This is an optimization exercise on Yosys and OpenROAD, whose aim is small area and a short achievable clock period, not a production implementation.
The RTL was checked by simulation tests, not by an equivalence proof against the original design.
Power figures rest on the tool's default switching activity, not on a simulated workload.

File: config.mk
export PLATFORM = sky130hd
export DESIGN_NAME = matvec_alu_top
export DESIGN_NICKNAME = matvec_alu_top
export VERILOG_FILES = /design/flow/design.v
export SDC_FILE = /design/flow/constraint.sdc
export NUM_CORES = 4
export LEC_CHECK = 0
export CAP_MARGIN = 20
export CORE_MARGIN = 2
export CORE_UTILIZATION = 60
export SETUP_SLACK_MARGIN = 1.6
export SLEW_MARGIN = 20
File: flow/run.sh
#!/bin/bash
# standard layout, with plain buf_1 cells as the port buffers
set -euo pipefail
export BUFFER_PORTS_ARGS="-buffer_cell sky130_fd_sc_hd__buf_1"
bash standard.sh > standard.log 2>&1
File: constraint.sdc
create_clock -name core_clock -period 5.2 [get_ports {clk}]
set_input_delay 1.0400 -clock core_clock [delete_from_list [all_inputs] [get_ports {clk}]]
set_output_delay 1.0400 -clock core_clock [all_outputs]
set_load 0.01 [all_outputs]
File: design.v
`default_nettype none
package alu_fmt_pkg;
    localparam int lane_count = 4;
    localparam int opnd_w = 8;
    localparam int prod_w = 16;
    localparam int res_w = 26;
endpackage
`default_nettype wire
`default_nettype none
module mul8s (
    input  logic [7:0]  a,
    input  logic [3:0]  one,
    input  logic [3:0]  two,
    input  logic [3:0]  neg,
    output logic [15:0] p
);
    logic pp1, pp2, pp3, pp4, pp5, pp6, pp7, pp8, pp9, pp10, pp11, pp12, pp13, pp14, pp15, pp16, pp17, pp18, pp19, pp20, pp21, pp22, pp23, pp24, pp25, pp26, pp27, pp28, pp29, pp30, pp31, pp32, pp33, pp34, pp35, pp36, s37, c38, s39, c40, s41, c42, s43, c44, s45, c46, s47, c48, s49, c50, s51, c52, s53, c54, s55, c56, s57, c58, s59, c60, s61, c62, s63, c64, s65, c66, s67, c68, s69, c70, s71, c72, s73, c74, s75, c76, s77, c78, s79, c80, s81, c82, s83, c84;
    logic [15:0] r0, r1;
    assign pp1 = ((one[0] & a[0])) ^ neg[0];
    assign pp2 = ((one[0] & a[1]) | (two[0] & a[0])) ^ neg[0];
    assign pp3 = ((one[0] & a[2]) | (two[0] & a[1])) ^ neg[0];
    assign pp4 = ((one[0] & a[3]) | (two[0] & a[2])) ^ neg[0];
    assign pp5 = ((one[0] & a[4]) | (two[0] & a[3])) ^ neg[0];
    assign pp6 = ((one[0] & a[5]) | (two[0] & a[4])) ^ neg[0];
    assign pp7 = ((one[0] & a[6]) | (two[0] & a[5])) ^ neg[0];
    assign pp8 = ((one[0] & a[7]) | (two[0] & a[6])) ^ neg[0];
    assign pp9 = ~(((one[0] & a[7]) | (two[0] & a[7])) ^ neg[0]);
    assign pp10 = ((one[1] & a[0])) ^ neg[1];
    assign pp11 = ((one[1] & a[1]) | (two[1] & a[0])) ^ neg[1];
    assign pp12 = ((one[1] & a[2]) | (two[1] & a[1])) ^ neg[1];
    assign pp13 = ((one[1] & a[3]) | (two[1] & a[2])) ^ neg[1];
    assign pp14 = ((one[1] & a[4]) | (two[1] & a[3])) ^ neg[1];
    assign pp15 = ((one[1] & a[5]) | (two[1] & a[4])) ^ neg[1];
    assign pp16 = ((one[1] & a[6]) | (two[1] & a[5])) ^ neg[1];
    assign pp17 = ((one[1] & a[7]) | (two[1] & a[6])) ^ neg[1];
    assign pp18 = ~(((one[1] & a[7]) | (two[1] & a[7])) ^ neg[1]);
    assign pp19 = ((one[2] & a[0])) ^ neg[2];
    assign pp20 = ((one[2] & a[1]) | (two[2] & a[0])) ^ neg[2];
    assign pp21 = ((one[2] & a[2]) | (two[2] & a[1])) ^ neg[2];
    assign pp22 = ((one[2] & a[3]) | (two[2] & a[2])) ^ neg[2];
    assign pp23 = ((one[2] & a[4]) | (two[2] & a[3])) ^ neg[2];
    assign pp24 = ((one[2] & a[5]) | (two[2] & a[4])) ^ neg[2];
    assign pp25 = ((one[2] & a[6]) | (two[2] & a[5])) ^ neg[2];
    assign pp26 = ((one[2] & a[7]) | (two[2] & a[6])) ^ neg[2];
    assign pp27 = ~(((one[2] & a[7]) | (two[2] & a[7])) ^ neg[2]);
    assign pp28 = ((one[3] & a[0])) ^ neg[3];
    assign pp29 = ((one[3] & a[1]) | (two[3] & a[0])) ^ neg[3];
    assign pp30 = ((one[3] & a[2]) | (two[3] & a[1])) ^ neg[3];
    assign pp31 = ((one[3] & a[3]) | (two[3] & a[2])) ^ neg[3];
    assign pp32 = ((one[3] & a[4]) | (two[3] & a[3])) ^ neg[3];
    assign pp33 = ((one[3] & a[5]) | (two[3] & a[4])) ^ neg[3];
    assign pp34 = ((one[3] & a[6]) | (two[3] & a[5])) ^ neg[3];
    assign pp35 = ((one[3] & a[7]) | (two[3] & a[6])) ^ neg[3];
    assign pp36 = ~(((one[3] & a[7]) | (two[3] & a[7])) ^ neg[3]);
    assign s37 = neg[3] ^ pp7;
    assign c38 = neg[3] & pp7;
    assign s39 = pp8 ^ pp15;
    assign c40 = pp8 & pp15;
    assign s41 = 1'b1 ^ pp9 ^ pp16;
    assign c42 = (1'b1 & pp9) | (1'b1 & pp16) | (pp9 & pp16);
    assign s43 = 1'b1 ^ pp17;
    assign c44 = 1'b1 & pp17;
    assign s45 = neg[2] ^ pp5;
    assign c46 = neg[2] & pp5;
    assign s47 = pp6 ^ pp13;
    assign c48 = pp6 & pp13;
    assign s49 = pp14 ^ pp21 ^ pp28;
    assign c50 = (pp14 & pp21) | (pp14 & pp28) | (pp21 & pp28);
    assign s51 = pp22 ^ pp29 ^ c38;
    assign c52 = (pp22 & pp29) | (pp22 & c38) | (pp29 & c38);
    assign s53 = pp23 ^ pp30 ^ c40;
    assign c54 = (pp23 & pp30) | (pp23 & c40) | (pp30 & c40);
    assign s55 = pp24 ^ pp31 ^ s43;
    assign c56 = (pp24 & pp31) | (pp24 & s43) | (pp31 & s43);
    assign s57 = pp18 ^ pp25 ^ pp32;
    assign c58 = (pp18 & pp25) | (pp18 & pp32) | (pp25 & pp32);
    assign s59 = 1'b1 ^ pp26;
    assign c60 = 1'b1 & pp26;
    assign s61 = neg[1] ^ pp3;
    assign c62 = neg[1] & pp3;
    assign s63 = pp4 ^ pp11;
    assign c64 = pp4 & pp11;
    assign s65 = pp12 ^ pp19 ^ s45;
    assign c66 = (pp12 & pp19) | (pp12 & s45) | (pp19 & s45);
    assign s67 = pp20 ^ c46 ^ s47;
    assign c68 = (pp20 & c46) | (pp20 & s47) | (c46 & s47);
    assign s69 = c48 ^ s37 ^ s49;
    assign c70 = (c48 & s37) | (c48 & s49) | (s37 & s49);
    assign s71 = s39 ^ c50 ^ s51;
    assign c72 = (s39 & c50) | (s39 & s51) | (c50 & s51);
    assign s73 = s41 ^ c52 ^ s53;
    assign c74 = (s41 & c52) | (s41 & s53) | (c52 & s53);
    assign s75 = c42 ^ c54 ^ s55;
    assign c76 = (c42 & c54) | (c42 & s55) | (c54 & s55);
    assign s77 = c44 ^ s57 ^ c56;
    assign c78 = (c44 & s57) | (c44 & c56) | (s57 & c56);
    assign s79 = pp33 ^ s59 ^ c58;
    assign c80 = (pp33 & s59) | (pp33 & c58) | (s59 & c58);
    assign s81 = pp27 ^ pp34 ^ c60;
    assign c82 = (pp27 & pp34) | (pp27 & c60) | (pp34 & c60);
    assign s83 = 1'b1 ^ pp35;
    assign c84 = 1'b1 & pp35;
    assign r0 = {1'b1, c84, c82, c80, c78, c76, c74, c72, c70, c68, c66, c64, c62, s61, pp2, neg[0]};
    assign r1 = {1'b0, pp36, s83, s81, s79, s77, s75, s73, s71, s69, s67, s65, s63, pp10, 1'b0, pp1};
    assign p = r0 + r1;
endmodule
module booth_enc (
    input  logic [7:0] x,
    output logic [3:0] one,
    output logic [3:0] two,
    output logic [3:0] neg
);
    logic [8:0] xe;
    assign xe = {x, 1'b0};
    always_comb begin
        for (int j = 0; j < 4; j++) begin
            one[j] = xe[2*j+1] ^ xe[2*j];
            two[j] = (xe[2*j+2] & ~xe[2*j+1] & ~xe[2*j]) | (~xe[2*j+2] & xe[2*j+1] & xe[2*j]);
            neg[j] = xe[2*j+2];
        end
    end
endmodule
`default_nettype wire
`default_nettype none
module sum4g (
    input  logic [15:0] t0,
    input  logic [15:0] t1,
    input  logic [15:0] t2,
    input  logic [15:0] t3,
    input  logic [3:0]  e,
    output logic [17:0] y
);
    logic g1, g2, g3, g4, g5, g6, g7, g8, g9, g10, g11, g12, g13, g14, g15, g16, g17, g18, g19, g20, g21, g22, g23, g24, g25, g26, g27, g28, g29, g30, g31, g32, g33, g34, g35, g36, g37, g38, g39, g40, g41, g42, g43, g44, g45, g46, g47, g48, g49, g50, g51, g52, g53, g54, g55, g56, g57, g58, g59, g60, g61, g62, g63, g64, s65, c66, s67, c68, s69, c70, s71, c72, s73, c74, s75, c76, s77, c78, s79, c80, s81, c82, s83, c84, s85, c86, s87, c88, s89, c90, s91, c92, s93, c94, s95, c96, s97, c98, s99, c100, s101, c102, s103, c104, s105, c106, s107, c108, s109, c110, s111, c112, s113, c114, s115, c116, s117, c118, s119, c120, s121, c122, s123, c124, s125, c126, s127, c128;
    logic [17:0] r0, r1;
    assign g1 = e[0] & t0[0];
    assign g2 = e[0] & t0[1];
    assign g3 = e[0] & t0[2];
    assign g4 = e[0] & t0[3];
    assign g5 = e[0] & t0[4];
    assign g6 = e[0] & t0[5];
    assign g7 = e[0] & t0[6];
    assign g8 = e[0] & t0[7];
    assign g9 = e[0] & t0[8];
    assign g10 = e[0] & t0[9];
    assign g11 = e[0] & t0[10];
    assign g12 = e[0] & t0[11];
    assign g13 = e[0] & t0[12];
    assign g14 = e[0] & t0[13];
    assign g15 = e[0] & t0[14];
    assign g16 = ~(e[0] & t0[15]);
    assign g17 = e[1] & t1[0];
    assign g18 = e[1] & t1[1];
    assign g19 = e[1] & t1[2];
    assign g20 = e[1] & t1[3];
    assign g21 = e[1] & t1[4];
    assign g22 = e[1] & t1[5];
    assign g23 = e[1] & t1[6];
    assign g24 = e[1] & t1[7];
    assign g25 = e[1] & t1[8];
    assign g26 = e[1] & t1[9];
    assign g27 = e[1] & t1[10];
    assign g28 = e[1] & t1[11];
    assign g29 = e[1] & t1[12];
    assign g30 = e[1] & t1[13];
    assign g31 = e[1] & t1[14];
    assign g32 = ~(e[1] & t1[15]);
    assign g33 = e[2] & t2[0];
    assign g34 = e[2] & t2[1];
    assign g35 = e[2] & t2[2];
    assign g36 = e[2] & t2[3];
    assign g37 = e[2] & t2[4];
    assign g38 = e[2] & t2[5];
    assign g39 = e[2] & t2[6];
    assign g40 = e[2] & t2[7];
    assign g41 = e[2] & t2[8];
    assign g42 = e[2] & t2[9];
    assign g43 = e[2] & t2[10];
    assign g44 = e[2] & t2[11];
    assign g45 = e[2] & t2[12];
    assign g46 = e[2] & t2[13];
    assign g47 = e[2] & t2[14];
    assign g48 = ~(e[2] & t2[15]);
    assign g49 = e[3] & t3[0];
    assign g50 = e[3] & t3[1];
    assign g51 = e[3] & t3[2];
    assign g52 = e[3] & t3[3];
    assign g53 = e[3] & t3[4];
    assign g54 = e[3] & t3[5];
    assign g55 = e[3] & t3[6];
    assign g56 = e[3] & t3[7];
    assign g57 = e[3] & t3[8];
    assign g58 = e[3] & t3[9];
    assign g59 = e[3] & t3[10];
    assign g60 = e[3] & t3[11];
    assign g61 = e[3] & t3[12];
    assign g62 = e[3] & t3[13];
    assign g63 = e[3] & t3[14];
    assign g64 = ~(e[3] & t3[15]);
    assign s65 = g1 ^ g17;
    assign c66 = g1 & g17;
    assign s67 = g2 ^ g18 ^ g34;
    assign c68 = (g2 & g18) | (g2 & g34) | (g18 & g34);
    assign s69 = g3 ^ g19 ^ g35;
    assign c70 = (g3 & g19) | (g3 & g35) | (g19 & g35);
    assign s71 = g4 ^ g20 ^ g36;
    assign c72 = (g4 & g20) | (g4 & g36) | (g20 & g36);
    assign s73 = g5 ^ g21 ^ g37;
    assign c74 = (g5 & g21) | (g5 & g37) | (g21 & g37);
    assign s75 = g6 ^ g22 ^ g38;
    assign c76 = (g6 & g22) | (g6 & g38) | (g22 & g38);
    assign s77 = g7 ^ g23 ^ g39;
    assign c78 = (g7 & g23) | (g7 & g39) | (g23 & g39);
    assign s79 = g8 ^ g24 ^ g40;
    assign c80 = (g8 & g24) | (g8 & g40) | (g24 & g40);
    assign s81 = g9 ^ g25 ^ g41;
    assign c82 = (g9 & g25) | (g9 & g41) | (g25 & g41);
    assign s83 = g10 ^ g26 ^ g42;
    assign c84 = (g10 & g26) | (g10 & g42) | (g26 & g42);
    assign s85 = g11 ^ g27 ^ g43;
    assign c86 = (g11 & g27) | (g11 & g43) | (g27 & g43);
    assign s87 = g12 ^ g28 ^ g44;
    assign c88 = (g12 & g28) | (g12 & g44) | (g28 & g44);
    assign s89 = g13 ^ g29 ^ g45;
    assign c90 = (g13 & g29) | (g13 & g45) | (g29 & g45);
    assign s91 = g14 ^ g30 ^ g46;
    assign c92 = (g14 & g30) | (g14 & g46) | (g30 & g46);
    assign s93 = g15 ^ g31 ^ g47;
    assign c94 = (g15 & g31) | (g15 & g47) | (g31 & g47);
    assign s95 = g16 ^ g32 ^ g48;
    assign c96 = (g16 & g32) | (g16 & g48) | (g32 & g48);
    assign s97 = g33 ^ g49;
    assign c98 = g33 & g49;
    assign s99 = g50 ^ c66 ^ s67;
    assign c100 = (g50 & c66) | (g50 & s67) | (c66 & s67);
    assign s101 = g51 ^ c68 ^ s69;
    assign c102 = (g51 & c68) | (g51 & s69) | (c68 & s69);
    assign s103 = g52 ^ c70 ^ s71;
    assign c104 = (g52 & c70) | (g52 & s71) | (c70 & s71);
    assign s105 = g53 ^ c72 ^ s73;
    assign c106 = (g53 & c72) | (g53 & s73) | (c72 & s73);
    assign s107 = g54 ^ c74 ^ s75;
    assign c108 = (g54 & c74) | (g54 & s75) | (c74 & s75);
    assign s109 = g55 ^ c76 ^ s77;
    assign c110 = (g55 & c76) | (g55 & s77) | (c76 & s77);
    assign s111 = g56 ^ c78 ^ s79;
    assign c112 = (g56 & c78) | (g56 & s79) | (c78 & s79);
    assign s113 = g57 ^ c80 ^ s81;
    assign c114 = (g57 & c80) | (g57 & s81) | (c80 & s81);
    assign s115 = g58 ^ c82 ^ s83;
    assign c116 = (g58 & c82) | (g58 & s83) | (c82 & s83);
    assign s117 = g59 ^ c84 ^ s85;
    assign c118 = (g59 & c84) | (g59 & s85) | (c84 & s85);
    assign s119 = g60 ^ c86 ^ s87;
    assign c120 = (g60 & c86) | (g60 & s87) | (c86 & s87);
    assign s121 = g61 ^ c88 ^ s89;
    assign c122 = (g61 & c88) | (g61 & s89) | (c88 & s89);
    assign s123 = g62 ^ c90 ^ s91;
    assign c124 = (g62 & c90) | (g62 & s91) | (c90 & s91);
    assign s125 = g63 ^ c92 ^ s93;
    assign c126 = (g63 & c92) | (g63 & s93) | (c92 & s93);
    assign s127 = g64 ^ c94 ^ s95;
    assign c128 = (g64 & c94) | (g64 & s95) | (c94 & s95);
    assign r0 = {1'b1, c128, c126, c124, c122, c120, c118, c116, c114, c112, c110, c108, c106, c104, c102, c100, c98, s97};
    assign r1 = {1'b0, c96, s127, s125, s123, s121, s119, s117, s115, s113, s111, s109, s107, s105, s103, s101, s99, s65};
    assign y = r0 + r1;
endmodule
module sum3g (
    input  logic [15:0] t0,
    input  logic [15:0] t1,
    input  logic [15:0] t2,
    input  logic [2:0]  e,
    output logic [16:0] y
);
    logic g1, g2, g3, g4, g5, g6, g7, g8, g9, g10, g11, g12, g13, g14, g15, g16, g17, g18, g19, g20, g21, g22, g23, g24, g25, g26, g27, g28, g29, g30, g31, g32, g33, g34, g35, g36, g37, g38, g39, g40, g41, g42, g43, g44, g45, g46, g47, g48, s49, c50, s51, c52, s53, c54, s55, c56, s57, c58, s59, c60, s61, c62, s63, c64, s65, c66, s67, c68, s69, c70, s71, c72, s73, c74, s75, c76, s77, c78, s79, c80, s81, c82;
    logic [16:0] r0, r1;
    assign g1 = e[0] & t0[0];
    assign g2 = e[0] & t0[1];
    assign g3 = e[0] & t0[2];
    assign g4 = e[0] & t0[3];
    assign g5 = e[0] & t0[4];
    assign g6 = e[0] & t0[5];
    assign g7 = e[0] & t0[6];
    assign g8 = e[0] & t0[7];
    assign g9 = e[0] & t0[8];
    assign g10 = e[0] & t0[9];
    assign g11 = e[0] & t0[10];
    assign g12 = e[0] & t0[11];
    assign g13 = e[0] & t0[12];
    assign g14 = e[0] & t0[13];
    assign g15 = e[0] & t0[14];
    assign g16 = ~(e[0] & t0[15]);
    assign g17 = e[1] & t1[0];
    assign g18 = e[1] & t1[1];
    assign g19 = e[1] & t1[2];
    assign g20 = e[1] & t1[3];
    assign g21 = e[1] & t1[4];
    assign g22 = e[1] & t1[5];
    assign g23 = e[1] & t1[6];
    assign g24 = e[1] & t1[7];
    assign g25 = e[1] & t1[8];
    assign g26 = e[1] & t1[9];
    assign g27 = e[1] & t1[10];
    assign g28 = e[1] & t1[11];
    assign g29 = e[1] & t1[12];
    assign g30 = e[1] & t1[13];
    assign g31 = e[1] & t1[14];
    assign g32 = ~(e[1] & t1[15]);
    assign g33 = e[2] & t2[0];
    assign g34 = e[2] & t2[1];
    assign g35 = e[2] & t2[2];
    assign g36 = e[2] & t2[3];
    assign g37 = e[2] & t2[4];
    assign g38 = e[2] & t2[5];
    assign g39 = e[2] & t2[6];
    assign g40 = e[2] & t2[7];
    assign g41 = e[2] & t2[8];
    assign g42 = e[2] & t2[9];
    assign g43 = e[2] & t2[10];
    assign g44 = e[2] & t2[11];
    assign g45 = e[2] & t2[12];
    assign g46 = e[2] & t2[13];
    assign g47 = e[2] & t2[14];
    assign g48 = ~(e[2] & t2[15]);
    assign s49 = 1'b1 ^ g16;
    assign c50 = 1'b1 & g16;
    assign s51 = g1 ^ g17;
    assign c52 = g1 & g17;
    assign s53 = g2 ^ g18 ^ g34;
    assign c54 = (g2 & g18) | (g2 & g34) | (g18 & g34);
    assign s55 = g3 ^ g19 ^ g35;
    assign c56 = (g3 & g19) | (g3 & g35) | (g19 & g35);
    assign s57 = g4 ^ g20 ^ g36;
    assign c58 = (g4 & g20) | (g4 & g36) | (g20 & g36);
    assign s59 = g5 ^ g21 ^ g37;
    assign c60 = (g5 & g21) | (g5 & g37) | (g21 & g37);
    assign s61 = g6 ^ g22 ^ g38;
    assign c62 = (g6 & g22) | (g6 & g38) | (g22 & g38);
    assign s63 = g7 ^ g23 ^ g39;
    assign c64 = (g7 & g23) | (g7 & g39) | (g23 & g39);
    assign s65 = g8 ^ g24 ^ g40;
    assign c66 = (g8 & g24) | (g8 & g40) | (g24 & g40);
    assign s67 = g9 ^ g25 ^ g41;
    assign c68 = (g9 & g25) | (g9 & g41) | (g25 & g41);
    assign s69 = g10 ^ g26 ^ g42;
    assign c70 = (g10 & g26) | (g10 & g42) | (g26 & g42);
    assign s71 = g11 ^ g27 ^ g43;
    assign c72 = (g11 & g27) | (g11 & g43) | (g27 & g43);
    assign s73 = g12 ^ g28 ^ g44;
    assign c74 = (g12 & g28) | (g12 & g44) | (g28 & g44);
    assign s75 = g13 ^ g29 ^ g45;
    assign c76 = (g13 & g29) | (g13 & g45) | (g29 & g45);
    assign s77 = g14 ^ g30 ^ g46;
    assign c78 = (g14 & g30) | (g14 & g46) | (g30 & g46);
    assign s79 = g15 ^ g31 ^ g47;
    assign c80 = (g15 & g31) | (g15 & g47) | (g31 & g47);
    assign s81 = g32 ^ g48 ^ s49;
    assign c82 = (g32 & g48) | (g32 & s49) | (g48 & s49);
    assign r0 = {c82, c80, c78, c76, c74, c72, c70, c68, c66, c64, c62, c60, c58, c56, c54, c52, s51};
    assign r1 = {c50, s81, s79, s77, s75, s73, s71, s69, s67, s65, s63, s61, s59, s57, s55, s53, g33};
    assign y = r0 + r1;
endmodule
module sum2g (
    input  logic [15:0] t0,
    input  logic [15:0] t1,
    input  logic [1:0]  e,
    output logic [16:0] y
);
    logic g1, g2, g3, g4, g5, g6, g7, g8, g9, g10, g11, g12, g13, g14, g15, g16, g17, g18, g19, g20, g21, g22, g23, g24, g25, g26, g27, g28, g29, g30, g31, g32;
    logic [16:0] r0, r1;
    assign g1 = e[0] & t0[0];
    assign g2 = e[0] & t0[1];
    assign g3 = e[0] & t0[2];
    assign g4 = e[0] & t0[3];
    assign g5 = e[0] & t0[4];
    assign g6 = e[0] & t0[5];
    assign g7 = e[0] & t0[6];
    assign g8 = e[0] & t0[7];
    assign g9 = e[0] & t0[8];
    assign g10 = e[0] & t0[9];
    assign g11 = e[0] & t0[10];
    assign g12 = e[0] & t0[11];
    assign g13 = e[0] & t0[12];
    assign g14 = e[0] & t0[13];
    assign g15 = e[0] & t0[14];
    assign g16 = ~(e[0] & t0[15]);
    assign g17 = e[1] & t1[0];
    assign g18 = e[1] & t1[1];
    assign g19 = e[1] & t1[2];
    assign g20 = e[1] & t1[3];
    assign g21 = e[1] & t1[4];
    assign g22 = e[1] & t1[5];
    assign g23 = e[1] & t1[6];
    assign g24 = e[1] & t1[7];
    assign g25 = e[1] & t1[8];
    assign g26 = e[1] & t1[9];
    assign g27 = e[1] & t1[10];
    assign g28 = e[1] & t1[11];
    assign g29 = e[1] & t1[12];
    assign g30 = e[1] & t1[13];
    assign g31 = e[1] & t1[14];
    assign g32 = ~(e[1] & t1[15]);
    assign r0 = {1'b1, g16, g15, g14, g13, g12, g11, g10, g9, g8, g7, g6, g5, g4, g3, g2, g1};
    assign r1 = {1'b0, g32, g31, g30, g29, g28, g27, g26, g25, g24, g23, g22, g21, g20, g19, g18, g17};
    assign y = r0 + r1;
endmodule
`default_nettype wire
`default_nettype none
module matvec_alu_top (
    input  logic        clk,
    input  logic        rst,
    input  logic        in_valid,
    input  logic [31:0] mat_word,
    input  logic [31:0] vec_word,
    input  logic [2:0]  pattern,
    output logic        out_valid,
    output logic [25:0] res_0,
    output logic [25:0] res_1,
    output logic [25:0] res_2,
    output logic [25:0] res_3
);
    logic        v1, v2;
    logic [2:0]  b1;
    always_ff @(posedge clk or negedge rst) begin
        if (!rst) begin
            v1        <= 1'b0;
            v2        <= 1'b0;
            out_valid <= 1'b0;
        end else begin
            v1        <= in_valid;
            v2        <= v1;
            out_valid <= v2;
        end
    end
    logic [31:0] m1;
    logic [3:0]  e_one [4], e_two [4], e_neg [4];
    logic [3:0]  one1 [4], two1 [4], neg1 [4];
    for (genvar gi = 0; gi < 4; gi++) begin : g_enc
        booth_enc u_enc (.x(vec_word[31-8*gi -: 8]), .one(e_one[gi]), .two(e_two[gi]), .neg(e_neg[gi]));
    end
    always_ff @(posedge clk) begin
        m1 <= mat_word;
        for (int i = 0; i < 4; i++) begin
            one1[i] <= e_one[i];
            two1[i] <= e_two[i];
            neg1[i] <= e_neg[i];
        end
        b1 <= pattern;
    end
    logic [15:0] q [4];
    logic [15:0] p [4];
    for (genvar gi = 0; gi < 4; gi++) begin : g_mul
        mul8s u_mul (.a(m1[31-8*gi -: 8]), .one(one1[gi]), .two(two1[gi]), .neg(neg1[gi]), .p(q[gi]));
    end
    always_ff @(posedge clk) begin
        for (int i = 0; i < 4; i++) begin
            p[i] <= q[i];
        end
    end
    logic [1:0]  seg1, seg2, seg3;
    logic [2:0]  f0, f1;
    logic [1:0]  f2;
    logic        f3;
    logic [2:0]  e0;
    logic [2:0]  e1;
    logic [1:0]  e2;
    logic        e3;
    logic [17:0] s0;
    logic [16:0] s1, s2;
    logic [17:0] r0;
    logic [16:0] r1, r2;
    logic [15:0] r3;
    assign seg1 = {1'b0, b1[0]};
    assign seg2 = seg1 + b1[1];
    assign seg3 = seg2 + b1[2];
    assign f0 = {seg3 == 2'd0, seg2 == 2'd0, seg1 == 2'd0};
    assign f1 = {seg3 == 2'd1, seg2 == 2'd1, seg1 == 2'd1};
    assign f2 = {seg3 == 2'd2, seg2 == 2'd2};
    assign f3 = seg3 == 2'd3;
    always_ff @(posedge clk) begin
        e0 <= f0;
        e1 <= f1;
        e2 <= f2;
        e3 <= f3;
    end
    sum4g u_s0 (.t0(p[0]), .t1(p[1]), .t2(p[2]), .t3(p[3]), .e({e0, 1'b1}), .y(s0));
    sum3g u_s1 (.t0(p[1]), .t1(p[2]), .t2(p[3]), .e(e1), .y(s1));
    sum2g u_s2 (.t0(p[2]), .t1(p[3]), .e(e2), .y(s2));
    always_ff @(posedge clk) begin
        r0 <= s0;
        r1 <= s1;
        r2 <= s2;
        r3 <= e3 ? p[3] : 16'd0;
    end
    assign res_0 = 26'($signed(r0));
    assign res_1 = 26'($signed(r1));
    assign res_2 = 26'($signed(r2));
    assign res_3 = 26'($signed(r3));
endmodule
`default_nettype wire
File: standard.sh
#!/bin/bash
# synth_recipe.tcl (not shown) runs the flow's synth.tcl, then flattens the netlist and writes it again
# the make line also repeats each setting of config.mk as NAME=value (left out here)
make -C /OpenROAD-flow-scripts/flow DESIGN_CONFIG=/design/flow/config.mk WORK_HOME=/design/flow/orfs CLKGATE_MAP_FILE= SYNTH_SCRIPT=/design/flow/synth_recipe.tcl "${@:-finish}"
==> results_dict.tcl, run 1 <==
set metrics [dict create \
    h-tree-depth 1 \
    final_net_count 2175 \
    drc 0 \
    grt_max_degree 17 \
    synth_area_leaders "dfxtp_1 (27%), fa_1 (13%), ha_1 (11%)" \
    slew-limit-headroom_pct 48.1 \
    worst_ep_arrival_time_ps 3930 \
    fin_skew_ps 11.3 \
    multi_input_area_sq_mm 0.0108 \
    leakage_nw 8.16 \
    drt_iter0_drc 749 \
    gp_congestion 0.911 \
    wl_per_cell_um 16.1 \
    synth_mux_area_share_pct 0.121 \
    critPathCaptureType "flop" \
    slew_violations 0 \
    synth_top_family_by_area "adder cells" \
    slowest_delay_ps 500 \
    ir_drop_uv 399 \
    fillCellCount 2176 \
    worstMarginPinSlew_ps 759 \
    final_area_sq_mm 0.0183 \
    fin_crit_sh_pct 67.3 \
    vias 12100 \
    grt_pass1_wl_mm 56.9 \
    layout_setup_ws_ps 1700 \
    drt-pass1-iter-count 6 \
    grt_pass1_vias 11300 \
    syn_avg_cell_area_sq_um 9.35 \
    syn_inst 1771 \
    numCtsBuffers 26 \
    coreArea_sq_mm 0.0270 \
    ys_types 77 \
    yosysSeqAreaShare_pct 27.5 \
    std_cell_rows 60 \
    whs_ps 290 \
    synth-xor-area-share_pct 12.6 \
    synth_edf_count 0 \
    slowest_stage "fa_1" \
    synth_top_flop_cell "dfxtp_1" \
    place_ws_ps 1440 \
    powerDensity_mw_per_mm2 657 \
    final_core_util_pct 67.7 \
    syn_nets 2088 \
    worstHoldPathType "in -> async" \
    period_minus_slack_ps 3500 \
    synth_fa_ha_area_share_pct 23.4 \
    tns_ps 0 \
    numPortBuffers 174 \
    crit_fanout 6 \
    postRouteAntennaNets 0 \
    final_hold_viol_count 0 \
    areaGrowthSynthToFinish_pct 10.6 \
    wirelength_mm 35.7 \
    setup_viol_count_final 0 \
    die_width_um 170 \
    diodes 0 \
    ioPinCount 175 \
    yosys_warnings 14 \
    start_kind "flop" \
    layout-drive-gt1-share_pct 10.0 \
    status "complete, no violations" \
    overflow 0 \
    chipHeight_um 170 \
    place_area_sq_mm 0.0170 \
    netlist_area_sq_mm 0.0166 \
    crit_family "adder cells" \
    clk_pin_slew_ps 60 \
    path_buf_inv 2 \
    synthMostInstantiatedCell "dfxtp_1" \
    hpwl_mm 27.6 \
    root_buffer "clkbuf_16" \
    synth_common_cells "dfxtp_1 (224), inv_1 (188), xnor2_1 (157), ha_1 (142), and2_1 (128)" \
    cts.sinks 227 \
    clock_latency_ps 550 \
    critical_path_class "reg -> reg" \
    cap_violations 0 \
    synth-seq-cells 227 \
    synth_area_leader_cell "dfxtp_1" \
    crit_chain "and2_4, fa_1, inv_1, fa_1, fa_2, nor2b_4, o21ai_2, a21boi_2, o21ai_2, a2111oi_4, buf_4, nand3_1, and3_1" \
    dieArea_sq_mm 0.0289 \
    asyncSetResetFlopFracSynth_pct 1.32 \
    vias_per_cell 5.45 \
    synth_top_area_share_pct 27.1 \
    synthSimpleGateAreaFrac_pct 11.4 \
    holdBufCountCts 0 \
    start_util_pct 61.3 \
    grt_use_total_pct 24.3 \
    register_area_sq_mm 0.00465 \
    fmax_mhz 286 \
    cts_tree "built" \
    synth_compound_area_share_pct 16.6 \
    grt_antenna_before_repair 1 \
    clockBufferDepth 3 \
    worstPathRequired_ps 5630 \
    grt_setup_unrepaired "false" \
]
[cell usage in the layout (no fill, tap or decap), types with 6 or more instances in the layout]
cell type  netlist  routed
a21oi_2          5      10
nand2_1         75      75
nor2_1          45      45
o21bai_1         9       9
nand4_1          6       6
inv_1          188     187
nand3b_1        13      13
a22oi_2          2       6
o21ai_0         58      53
nand3_1         15      15
dfxtp_1        224     163
buf_1            1     174
and2_1         128     125
nor2b_1         14      13
fa_1           105     104
nor3_1          17      17
nand2b_1        17      17
a31oi_1          9       9
xor2_1          80      80
a21o_1          37      37
clkbuf_16        0      27
dfxtp_2          0      57
a21oi_1         77      72
o21a_1          11      11
o21ai_2          0       7
buf_4           38      10
xnor2_1        157     157
ha_1           142     137
o211ai_1        10      10
a22oi_1        109     105
[final timing paths]
path	startpoint	end	slack, ps	cells past startpoint
worst max-delay path	e0[1]	r0[14]	1700	13
worst min-delay path	rst	v2	290	1
worst max register to register	e0[1]	r0[14]	1700	13
worst min register to register	v1	v2	360	0
max in group asynchronous	rst	v1	4760	1
min in group core_clock	v1	v2	360	0
[area by class of cell]
cell class,count,area share [%]
clock buffer,30,3.92
clock inverter,18,1.28
inverter,188,3.86
multi-input combinational,1228,59.1
sequential,227,25.4
tap,341,2.33
timing repair buffer,187,4.18
[per-layer routing]
| layer | share of wire (%) | vias up | track usage, % |
|---|---|---|---|
| met5 | 0 | - | 0 |
| met4 | 2.5 | 0 | 6.13 |
| met3 | 5.5 | 48 | 3.23 |
| met2 | 43 | 372 | 38.0 |
| met1 | 49 | 5628 | 35.6 |
| li1 | - | 6044 | - |
[what timing repair did]
action / 4_1_cts / 5_1_grt
endpoints found under the setup margin: 14 / 28
pin swaps: 2 / 17
endpoints found under the hold margin: 0 / 0
gates resized for setup: 19 / 93
setup buffers: 1 / 12
[worst reg2reg max path, delay by kind of cell (launching register included)]
kind / cells / cell delay (ps)
buf+inv: 2 / 240
simple gates: 4 / 530
flops: 1 / 360
fa+ha+maj: 3 / 1410
compound gates: 4 / 850
[sequential cells by signal (all words and copies together), names as in the netlist]
name	flops
r2	17
e1	3
r0	18
v1	1
neg1	16
e2	2
b1	3
v2	1
out_valid	1
r3	16
two1	16
r1	17
m1	32
one1	16
p	64
e0	3
e3	1
[cell families (layout without fill, tap and decap cells)]
kind of cell    Yosys count  in the layout
fa+ha+maj               247            247
xor+xnor                238            238
mux                       2              2
simple gates            350            350
buf+inv                 316            423
flops                   227            227
compound gates          391            391
[per-stage QoR]
step,power [mW],instances
after floorplan,8.04,1771
after global placement,9.52,2158
after detailed placement,9.56,2158
after CTS,11.6,2207
after global routing,13.0,2219
final,12.0,2219
[report_power, final]
| group | internal (mW) | switching (mW) |
|---|---|---|
| combinational | 3.13 | 4.04 |
| sequential | 2.35 | 0.544 |
| clock | 1.20 | 0.765 |
==> inputs of run 2 (changes only) <==
--- a/config.mk
+++ b/config.mk
@@ -7,6 +7,6 @@
 export LEC_CHECK = 0
 export CAP_MARGIN = 20
 export CORE_MARGIN = 2
-export CORE_UTILIZATION = 60
+export CORE_UTILIZATION = 40
 export SETUP_SLACK_MARGIN = 1.6
 export SLEW_MARGIN = 20
==> run 2 against run 1 <==
  * Still clean
  * Final cell count is 8.4% higher
  * Routed wire length is 6.6% higher
  * Sequential power hardly changed
  * Global-route usage is 7.0 points lower
  * Register-to-register slack better by 30 ps
  * Largest cell class unchanged
  * Largest power group unchanged
==> results_dict.tcl, run 2 <==
set metrics [dict create \
    status "complete, no violations" \
    syn_avg_cell_area_sq_um 9.35 \
    areaGrowthSynthToFinish_pct 11.8 \
    slowest_stage "fa_1" \
    ff2ff_setup_slack_ps 1730 \
    ir_drop_uv 325 \
    wl_per_cell_um 15.8 \
    gp_congestion 0.861 \
    drc 0 \
    ys_types 77 \
    drt-pass1-iter-count 7 \
    layout_commonest_cell "inv_1" \
    setup_viol_count_final 0 \
    tns_ps 0 \
    overflow 0 \
    final_hold_viol_count 0 \
    slew-limit-headroom_pct 43.6 \
    slew_violations 0 \
    path_buf_inv 3 \
    critPathCaptureType "flop" \
    crit_chain "and2_1, fa_1, inv_1, fa_1, inv_1, ha_4, nor2b_4, o21ai_2, a21boi_2, o21ai_2, a2111oi_4, buf_4, nand3_1, and3_1" \
    fmax_mhz 288 \
    fillCellCount 3916 \
    synth_top_area_share_pct 27.1 \
    vias_per_cell 5.01 \
    max_flop_register "p" \
    grt_pass1_wl_mm 61.5 \
    hpwl_mm 30.1 \
    worst_ep_arrival_time_ps 3910 \
    syn_nets 2088 \
    fin_crit_sh_pct 66.7 \
    synth-seq-cells 227 \
    crit_fanout 10 \
    wirelength_mm 38.0 \
    vias 12100 \
    reg_top3 "p x64, m1 x32, r0 x18" \
    clockBufferDepth 3 \
    synth_common_cells "dfxtp_1 (224), inv_1 (188), xnor2_1 (157), ha_1 (142), and2_1 (128)" \
    period_minus_slack_ps 3470 \
    synth_edf_count 0 \
    powerDensity_mw_per_mm2 649 \
    numPortBuffers 174 \
    grt_antenna_before_repair 0 \
    final_net_count 2172 \
    cap_violations 0 \
    h-tree-depth 1 \
    start_kind "flop" \
    layout_common_cells "inv_1 (188), buf_1 (174), dfxtp_1 (162)" \
    asyncSetResetFlopFracSynth_pct 1.32 \
    leakage_nw 8.13 \
    synth_top_flop_cell "dfxtp_1" \
    synth_area_leader_cell "dfxtp_1" \
    fin_skew_ps 22.6 \
    dieArea_sq_mm 0.0430 \
    grt_use_total_pct 17.3 \
    postRouteAntennaNets 0 \
    drt_iter0_drc 622 \
    critical_path_class "reg -> reg" \
    crit_family "adder cells" \
    synth_area_leaders "dfxtp_1 (27%), fa_1 (13%), ha_1 (11%)" \
    cts_tree "built" \
    synthMostInstantiatedCell "dfxtp_1" \
    yosys_warnings 14 \
    netlist_area_sq_mm 0.0166 \
    grt_setup_unrepaired "false" \
    syn_inst 1771 \
    slowest_delay_ps 530 \
    yosysSeqAreaShare_pct 27.5 \
    clk_pin_slew_ps 60 \
    worstHoldPathType "in -> async" \
    chipHeight_um 207 \
    ioPinCount 175 \
    worstMarginPinSlew_ps 825 \
    numCtsBuffers 25 \
    grt_max_degree 17 \
    worstPathRequired_ps 5640 \
    largest_reg_flops 64 \
    cts.sinks 227 \
    grt_pass1_vias 11900 \
    die_width_um 207 \
    layout-drive-gt1-share_pct 9.72 \
    start_util_pct 40.5 \
    root_buffer "clkbuf_16" \
    clock_latency_ps 570 \
    coreArea_sq_mm 0.0408 \
    std_cell_rows 74 \
    whs_ps 267 \
]
-- run 2: path summary, 6_finish.rpt --
path,from,end,cells past startpoint
min in group core_clock,v2,out_valid,0
setup reg to reg,e0[1],r0[14],14
setup / recovery,e0[1],r0[14],14
hold / removal,rst,out_valid,1
max in group asynchronous,rst,v1,1
hold reg to reg,v2,out_valid,0
-- run 2: cell families (layout without fill, tap and decap cells) --
kind of cell / count (synthesis) / in the layout / synth area share (%)
AOI/OAI and AO/OA: 391 / 391 / 16.6
and+or+nand+nor: 350 / 350 / 11.4
buffers and inverters: 316 / 418 / 8.30
adders and majority gates: 247 / 247 / 23.4
xor gates and xnor gates: 238 / 238 / 12.6
DFF: 227 / 227 / 27.5
muxes: 2 / 2 / 0.121
other: 0 / 1 / 0
-- run 2: routing by layer --
metal  share of wire, %  GRT usage [%]  vias to the layer above
met3                4.0           1.94                       44
met5                  0              0                        -
met1                 48           24.0                     5697
met4                2.0           4.29                        0
met2                 46           28.8                      277
li1                   -              -                     6044
-- run 2: stage by stage --
stage          std cells  area [sq um]  utilization, %  worst slack (ps)  power, mW
2_1_floorplan       1771         16600               -              1640       8.04
3_3_place_gp        2349         17200            42.1              1470       9.61
3_5_place_dp        2349         17200            42.1              1420       9.72
4_1_cts             2398         18200            44.6              1600       11.8
5_1_grt             2405         18500            45.3              1570       13.1
6_report            2406         18500            45.3              1730       12.0
-- run 2: cell type report --
| cell class | count | area, sq um | share of cell area (%) |
|---|---|---|---|
| Multi-Input combinational cell | 1228 | 10800 | 58.6 |
| Sequential cell | 227 | 4650 | 25.1 |
| Timing Repair Buffer | 185 | 736 | 3.98 |
| Inverter | 188 | 706 | 3.81 |
| Tap cell | 532 | 666 | 3.60 |
| Clock buffer | 30 | 664 | 3.59 |
| Clock inverter | 15 | 234 | 1.26 |
| Antenna cell | 1 | 2.50 | 0.0135 |
-- run 2: repair_timing --
item,CTS,global route
resized for setup,37,75
pin swaps,4,15
hold buffers,0,0
hold endpoints to repair,0,0
endpoints found under the setup margin,16,30
buffers inserted,4,7
-- run 2: power by group --
| group | internal [mW] | switching, mW | total (mW) |
|---|---|---|---|
| clock | 1.17 | 0.759 | 1.93 |
| combinational | 3.11 | 4.10 | 7.21 |
| sequential | 2.35 | 0.523 | 2.87 |
==> inputs of run 3 (changes only) <==
--- a/config.mk
+++ b/config.mk
@@ -8,5 +8,5 @@
 export CAP_MARGIN = 20
 export CORE_MARGIN = 2
 export CORE_UTILIZATION = 40
-export SETUP_SLACK_MARGIN = 1.6
+export SETUP_SLACK_MARGIN = 2.0
 export SLEW_MARGIN = 20
==> run 3 against run 2 <==
  * Still clean
  * Final area grew 5.9%
  * Core utilization grew 2.7 points
  * Final cell count grew 1.8%
  * Global-route usage grew 0.57 points
  * Maximum frequency grew 0.19%
==> results_dict.tcl, run 3 <==
set metrics [dict create \
    worstHoldPathType "in -> async" \
    place_ws_ps 1580 \
    drt_iter0_drc 548 \
    ys_types 77 \
    setup_viol_count_final 0 \
    slew_violations 0 \
    grt_max_degree 17 \
    final_net_count 2215 \
    synth_top_flop_cell "dfxtp_1" \
    worst_ep_arrival_time_ps 3880 \
    grt_antenna_before_repair 0 \
    largest_reg_flops 64 \
    switchingPower_mw 5.79 \
    drt-pass1-iter-count 5 \
    slew-limit-headroom_pct 63.3 \
    grt_pass1_vias 12400 \
    final_area_sq_mm 0.0196 \
    synth_top_area_share_pct 27.1 \
    grt_setup_unrepaired "true" \
    h-tree-depth 1 \
    hpwl_mm 31.0 \
    critical_path_class "reg -> reg" \
    gp_congestion 0.881 \
    cts_tree "built" \
    dieArea_sq_mm 0.0430 \
    layout_common_cells "inv_1 (176), buf_1 (174), xnor2_1 (147)" \
    pwr-share-seq_pct 22.2 \
    combPwrFrac_pct 64.7 \
    start_kind "flop" \
    yosys_warnings 14 \
    critPathCaptureType "flop" \
    fin_skew_ps 31.3 \
    vias_per_cell 5.11 \
    die_width_um 207 \
    syn_inst 1771 \
    synthMostInstantiatedCell "dfxtp_1" \
    synth_area_leader_cell "dfxtp_1" \
    period_minus_slack_ps 3460 \
    ioPinCount 175 \
    fillCellCount 3799 \
    grt_pass1_wl_mm 63.9 \
    wl_per_cell_um 16.2 \
    p_int_mw 7.25 \
    layout_commonest_cell "inv_1" \
    powerDensity_mw_per_mm2 666 \
    clock_latency_ps 570 \
    clkPwrFrac_pct 13.2 \
    overflow 0 \
    place_area_sq_mm 0.0174 \
    fmax_mhz 289 \
    diodes 0 \
    coreArea_sq_mm 0.0408 \
    std_cell_rows 74 \
    syn_avg_cell_area_sq_um 9.35 \
    worstPathRequired_ps 5620 \
    tns_ps 0 \
    postRouteAntennaNets 0 \
    worstMarginPinSlew_ps 549 \
    leakage_nw 8.41 \
    layout_setup_ws_ps 1740 \
    reg_top3 "p x64, m1 x32, r0 x18" \
    cap_violations 0 \
    crit_fanout 7 \
    clk_pin_slew_ps 60 \
    final_hold_viol_count 0 \
    yosysSeqAreaShare_pct 27.5 \
    synth-seq-cells 227 \
    ir_drop_uv 338 \
    synth_common_cells "dfxtp_1 (224), inv_1 (188), xnor2_1 (157), ha_1 (142), and2_1 (128)" \
    syn_nets 2088 \
    wirelength_mm 39.6 \
    grt_use_total_pct 17.9 \
    max_flop_register "p" \
    vias 12500 \
    synth_area_leaders "dfxtp_1 (27%), fa_1 (13%), ha_1 (11%)" \
    netlist_area_sq_mm 0.0166 \
    synth_edf_count 0 \
    layout-drive-gt1-share_pct 18.5 \
    clockBufferDepth 3 \
    numCtsBuffers 26 \
    numPortBuffers 174 \
    fin_crit_sh_pct 66.6 \
    asyncSetResetFlopFracSynth_pct 1.32 \
    status "complete, no violations" \
    root_buffer "clkbuf_16" \
    chipHeight_um 207 \
    start_util_pct 40.5 \
    p_sw_share_pct 44.4 \
    cts.sinks 227 \
    areaGrowthSynthToFinish_pct 18.4 \
    holdBufCountCts 0 \
    drc 0 \
]
==> run 3: cell counts after synthesis <==
Identical to the previous run, type by type.
==> run 3: layout make-up <==
cell class,instances,area (sq um),area share (%)
sequential,227,4780,24.4
inverter,188,706,3.60
tap,532,666,3.40
multi-input combinational,1228,11600,58.9
clock inverter,11,98.8,0.504
timing repair buffer,227,1090,5.54
clock buffer,36,708,3.61
==> run 3: per-stage QoR <==
stage                     hold WS (ps)  utilization [%]  std cells  total power [mW]
after floorplan                    331                -       1771              8.29
after detailed placement           347             42.6       2349              9.92
after CTS                          261             46.1       2424              12.2
after global placement             339             42.6       2349              9.82
after global routing               276             48.0       2449              14.2
final                              294             48.0       2449              13.0
==> run 3: repair_timing <==
action | in CTS | in global routing
setup buffers | 28 | 25
pin swaps | 57 | 93
setup endpoints to repair | 40 | 42
gates resized for setup | 163 | 135
==> run 3: logic make-up after synthesis <==
| family | synth area share, % |
|---|---|
| multiplexers | 0.121 |
| buffers and inverters | 8.30 |
| AND/OR/NAND/NOR | 11.4 |
| AO/OA/AOI/OAI | 16.6 |
| adder cells (fa/ha/maj) | 23.4 |
| XOR/XNOR | 12.6 |
| flip-flops | 27.5 |
==> run 3: power groups by stage <==
stage	Sequential [mW]	Combinational (mW)	Clock, mW
final	2.89	8.43	1.72
after global routing	2.94	9.39	1.84
after floorplan	2.67	5.62	0
after global placement	2.93	6.88	0
after detailed placement	2.94	6.98	0
after CTS	2.91	7.51	1.78
==> run 3: worst paths after layout <==
kind                            slack [ps]  cells after the start  start        end
worst min register to register         360                      0     v2  out_valid
min in group core_clock                360                      0     v2  out_valid
worst max-delay path                  1740                     14  e0[1]     r0[15]
worst min-delay path                   290                      1    rst         v1
worst max register to register        1740                     14  e0[1]     r0[15]
max in group asynchronous             4760                      1    rst         v2
==> run 3: per-layer routing <==
metal,vias to the layer above,routed length [um],track usage [%]
li1,6123,-,-
met5,-,0,0
met1,6037,18200,24.2
met2,287,18600,29.8
met4,0,1050,5.62
met3,59,1710,2.24
==> run 3: worst max-delay path, cell delays in order (launching register included) <==
cell and delay (ps):
dfxtp_4 370, buf_12 130, and2_4 130, fa_1 510, inv_2 40, fa_1 510, inv_2 50, ha_4 260
a2111oi_4 290, o21ai_2 120, a41oi_2 250, o31ai_4 110, o31ai_4 310, buf_4 170, o311ai_2 70

[separate check: timing with driven ports]
How much do the figures lean on ideal ports? The routed layouts below were timed once more, with nothing changed but the port constraints.
Step 1 assumes that a clkbuf_16 drives the clock port and a buf_2 every other input.
Step 2 moves the port delays by t, midway between the first and last clock arrival at a register: inputs arrive t later, outputs are due t later. That takes back most of the time a late clock gives input paths.
Slacks: no drivers / after step 1 / after step 2; pairs: no drivers / after step 1.
| run | t (ns) | setup WS [ns] | slew at the worst register clock pin (ns) | worst data-port slew with drivers (ns) |
|---|---|---|---|---|
| run 1 | 0.591 | 1.701 / 1.701 / 1.701 | 0.07 / 0.07 | 0.05 |
| run 2 | 0.607 | 1.732 / 1.732 / 1.732 | 0.06 / 0.06 | 0.05 |
| run 3 | 0.602 | 1.739 / 1.739 / 1.739 | 0.06 / 0.06 | 0.05 |
After both steps every run listed still meets setup and hold.
